Background: an optimization exercise with open tools, aiming at small area. Do not read the settings as production practice.
Only simulation tests tie the RTL to the original design; equivalence was not proved.
Power figures rest on the tool's default switching activity, not on a simulated workload.

## run 1
==> flow/design.v <==
package sa_pkg;
  localparam int SA_DEPTH          = 18;
  localparam int SA_WIDTHS         = 1920;
  localparam int SA_ADDR_WIDTH     = 5;
  localparam int SA_IN_WIDTH       = 32;
  localparam int SA_WORDS_PER_LINE = SA_WIDTHS / SA_IN_WIDTH;
  typedef enum logic [1:0] {IDLE, FILL, WRITE, DONE} sa_state_e;
endpackage
module sa_line_packer #(
  parameter int IN_WIDTH = sa_pkg::SA_IN_WIDTH,
  parameter int WORDS    = sa_pkg::SA_WORDS_PER_LINE
) (
  input  logic                clk,
  input  logic                rst_n,
  input  logic                fill_i,
  input  logic                valid_i,
  input  logic [IN_WIDTH-1:0] word_n_i,
  output logic                last_o,
  output logic [IN_WIDTH*(WORDS-1)-1:0] stage_o
);
  localparam int SW = IN_WIDTH * (WORDS - 1);
  localparam int CW = WORDS > 1 ? $clog2(WORDS) : 1;
  logic [CW-1:0] cnt_q;
  logic [SW-1:0] stage_q;
  logic          acc;
  assign acc    = valid_i && fill_i;
  assign last_o = cnt_q == CW'(WORDS - 1);
  assign stage_o = stage_q;
  always_ff @(posedge clk or negedge rst_n) begin
    if (!rst_n) cnt_q <= '0;
    else if (acc) cnt_q <= last_o ? '0 : cnt_q + 1'b1;
  end
  always_ff @(posedge clk) begin
    if (valid_i) stage_q <= {stage_q[SW-IN_WIDTH-1:0], word_n_i};
  end
endmodule
module sa_line_loader #(
  parameter int DEPTH      = sa_pkg::SA_DEPTH,
  parameter int WIDTHS     = sa_pkg::SA_WIDTHS,
  parameter int ADDR_WIDTH = sa_pkg::SA_ADDR_WIDTH,
  parameter int IN_WIDTH   = sa_pkg::SA_IN_WIDTH
) (
  input  logic                  clk,
  input  logic                  rst_n,
  input  logic                  start,
  input  logic [IN_WIDTH-1:0]   in_data,
  input  logic                  in_valid,
  output logic                  in_ready,
  output logic [WIDTHS-1:0]     wData,
  output logic                  wEn,
  output logic [ADDR_WIDTH-1:0] wAddr,
  output logic                  busy,
  output logic                  done
);
  localparam int WPL = WIDTHS / IN_WIDTH;
  if (WIDTHS % IN_WIDTH != 0 || DEPTH > 2**ADDR_WIDTH) begin : g_bad_cfg
    $error("sa_line_loader: WIDTHS must be a multiple of IN_WIDTH and DEPTH must fit ADDR_WIDTH");
  end
  localparam logic [1:0] S_IDLE = 2'b00, S_FILL = 2'b01, S_WRITE = 2'b11, S_DONE = 2'b10;
  logic [1:0]            state_q;
  logic [ADDR_WIDTH-1:0] waddr_q;
  logic                  first_q, wnone_q, last, load;
  logic [WIDTHS-1:0]     wdata_nq;
  logic [IN_WIDTH-1:0]   word_n;
  logic [WIDTHS-IN_WIDTH-1:0] stage_n;
  logic [WIDTHS-1:0]     line_n;
  assign in_ready = state_q == S_FILL;
  assign busy     = state_q[0];
  assign done     = state_q == S_DONE;
  assign wEn      = state_q == S_WRITE;
  assign wAddr    = waddr_q;
  assign wData    = ~(wdata_nq | {WIDTHS{wnone_q}});
  assign word_n   = ~in_data;
  assign load     = in_ready && in_valid && last;
  sa_line_packer #(.IN_WIDTH(IN_WIDTH), .WORDS(WPL)) u_packer (
    .clk      (clk),
    .rst_n    (rst_n),
    .fill_i   (in_ready),
    .valid_i  (in_valid),
    .word_n_i (word_n),
    .last_o   (last),
    .stage_o  (stage_n)
  );
  for (genvar j = 0; j < WPL - 1; j++) begin : g_line
    assign line_n[j*IN_WIDTH +: IN_WIDTH] = stage_n[(WPL-2-j)*IN_WIDTH +: IN_WIDTH];
  end
  assign line_n[(WPL-1)*IN_WIDTH +: IN_WIDTH] = word_n;
  always_ff @(posedge clk or negedge rst_n) begin
    if (!rst_n) begin
      state_q <= S_IDLE;
      waddr_q <= '0;
      wnone_q <= 1'b1;
    end else begin
      case (state_q)
        S_FILL:  if (load) state_q <= S_WRITE;
        S_WRITE: state_q <= waddr_q == ADDR_WIDTH'(DEPTH - 1) ? S_DONE : S_FILL;
        default: if (start) state_q <= S_FILL;
      endcase
      if (load) begin
        waddr_q <= first_q ? '0 : waddr_q + 1'b1;
        wnone_q <= 1'b0;
      end
    end
  end
  always_ff @(posedge clk) begin
    if (!state_q[0] && start) first_q <= 1'b1;
    else if (load) first_q <= 1'b0;
    if (load) wdata_nq <= line_n;
  end
endmodule
export LEC_CHECK = 0
export ABC_AREA = 1
export CAP_MARGIN = 20
export CORE_MARGIN = 2
export CORE_UTILIZATION = 60
export SLEW_MARGIN = 20
create_clock -name core_clock -period 5.0 [get_ports {clk}]
standard.sh (not shown) runs the stock make flow with config.mk's settings and CLKGATE_MAP_FILE= SYNTH_SCRIPT=/design/flow/synth_recipe.tcl, a recipe that flattens the netlist after the stock synthesis.
==> flow/flow/run.sh <==
#!/bin/bash
# Standard ORFS layout, with the smallest buffer on every input and output port and a clock
# tree built without dummy balancing loads.
set -euo pipefail
export BUFFER_PORTS_ARGS="-buffer_cell sky130_fd_sc_hd__buf_1"
export CTS_ARGS="-sink_clustering_enable -repair_clock_nets -sink_clustering_size 18 -sink_clustering_max_diameter 40 -buf_list {sky130_fd_sc_hd__clkbuf_8} -dont_use_dummy_load"
bash standard.sh > flow_standard.log 2>&1
3_2_place_iop: run 1 exited with error
The inputs of run 2 differ from those of run 1 as listed below.
Settings: swapping 60 for 40 in CORE_UTILIZATION.
==> flow/flow/run.sh <==
#!/bin/bash
# Standard ORFS layout, with the smallest buffer on every input and output port and a clock
# tree built without dummy balancing loads.
set -euo pipefail
export BUFFER_PORTS_ARGS="-buffer_cell sky130_fd_sc_hd__buf_1"
export CTS_ARGS="-sink_clustering_enable -repair_clock_nets -sink_clustering_size 14 -sink_clustering_max_diameter 40 -buf_list {sky130_fd_sc_hd__clkbuf_8} -dont_use_dummy_load"
bash standard.sh > flow_standard.log 2>&1
--- outcome ---
- Run 2: no failed stages, no open violations at the end
- Summary — starting density of the core, run 2 relative to run 1: lower, by 20 points.
- Run 2 -> run 1: synthesized area delta 0, exact match
- From run 1 to run 2 the numbers moved as follows: gate count of the mapped netlist level, width of the die has increased, die height increased 100 um, number of distinct library cell variants in the gate-level netlist after synthesis shows no meaningful change.
Input changes introduced in run 3 (baseline for comparison: run 2):
==> flow/flow/run.sh <==
#!/bin/bash
# Standard ORFS layout, with the smallest buffer on every input and output port and a clock
# tree built without dummy balancing loads.
set -euo pipefail
export BUFFER_PORTS_ARGS="-buffer_cell sky130_fd_sc_hd__buf_1"
export CTS_ARGS="-sink_clustering_enable -repair_clock_nets -sink_clustering_size 20 -sink_clustering_max_diameter 50 -buf_list {sky130_fd_sc_hd__clkbuf_8 sky130_fd_sc_hd__clkbuf_16} -root_buf sky130_fd_sc_hd__clkbuf_16 -tree_buf sky130_fd_sc_hd__clkbuf_16 -sink_clustering_buffer sky130_fd_sc_hd__clkbuf_8 -dont_use_dummy_load"
bash standard.sh > flow_standard.log 2>&1
--- outcome ---
- NOTE: final-stage net count in run 3 falls short of that of run 2
- Via count went down slightly going from run 2 to run 3.
- Of the two candidates, run 2 has the worse total power and run 3 the better one.
- Diff run 2 -> run 3 | total detailed-routing wirelength | decrease of about 0.4%
- The starting DRC count in detailed routing of run 3 falls short of that of run 2 by 163.
[inputs] run 4 vs run 3
==> flow/flow/run.sh <==
#!/bin/bash
# Standard ORFS layout, with the smallest buffer on every input and output port and a clock
# tree built without dummy balancing loads.
set -euo pipefail
export BUFFER_PORTS_ARGS="-buffer_cell sky130_fd_sc_hd__buf_1"
export CTS_ARGS="-sink_clustering_enable -repair_clock_nets -sink_clustering_size 18 -sink_clustering_max_diameter 80 -buf_list {sky130_fd_sc_hd__clkbuf_8 sky130_fd_sc_hd__clkbuf_16} -root_buf sky130_fd_sc_hd__clkbuf_16 -tree_buf sky130_fd_sc_hd__clkbuf_16 -sink_clustering_buffer sky130_fd_sc_hd__clkbuf_8 -dont_use_dummy_load"
bash standard.sh > flow_standard.log 2>&1
Results
- There was hardly any difference in wire length after detailed routing between run 3 and run 4.
- Taking run 3 as the reference point, the final critical-path required period of run 4 rises by 63 ps.
- Worst setup slack: run 4 and run 3 compared, higher one is run 3

## what the ideal ports hide
How much do the figures lean on ideal ports? The routed layouts below were timed once more, with nothing changed but the port constraints. Step 1 sets driving cells, clkbuf_16 on the clock port and buf_2 on the other inputs (assumed; they add their load-dependent delay and slew). Step 2 moves the port delays by t, midway between the first and last clock arrival at a register: inputs arrive t later, outputs are due t later. That takes back most of the time a late clock gives input paths. Three values: ideal, step 1, step 2; two values: the first two.
| run | t, ns | setup slack, ns | worst setup path after step 2 |
|---|---|---|---|
| run 2 | 1.115 | 0.571 / 0.467 / 1.251 | input to register |
| run 3 | 0.941 | 0.793 / 0.685 / 1.317 | input to register |
| run 4 | 0.935 | 0.730 / 0.620 / 1.289 | input to register |
After both steps every run listed still meets setup and hold.
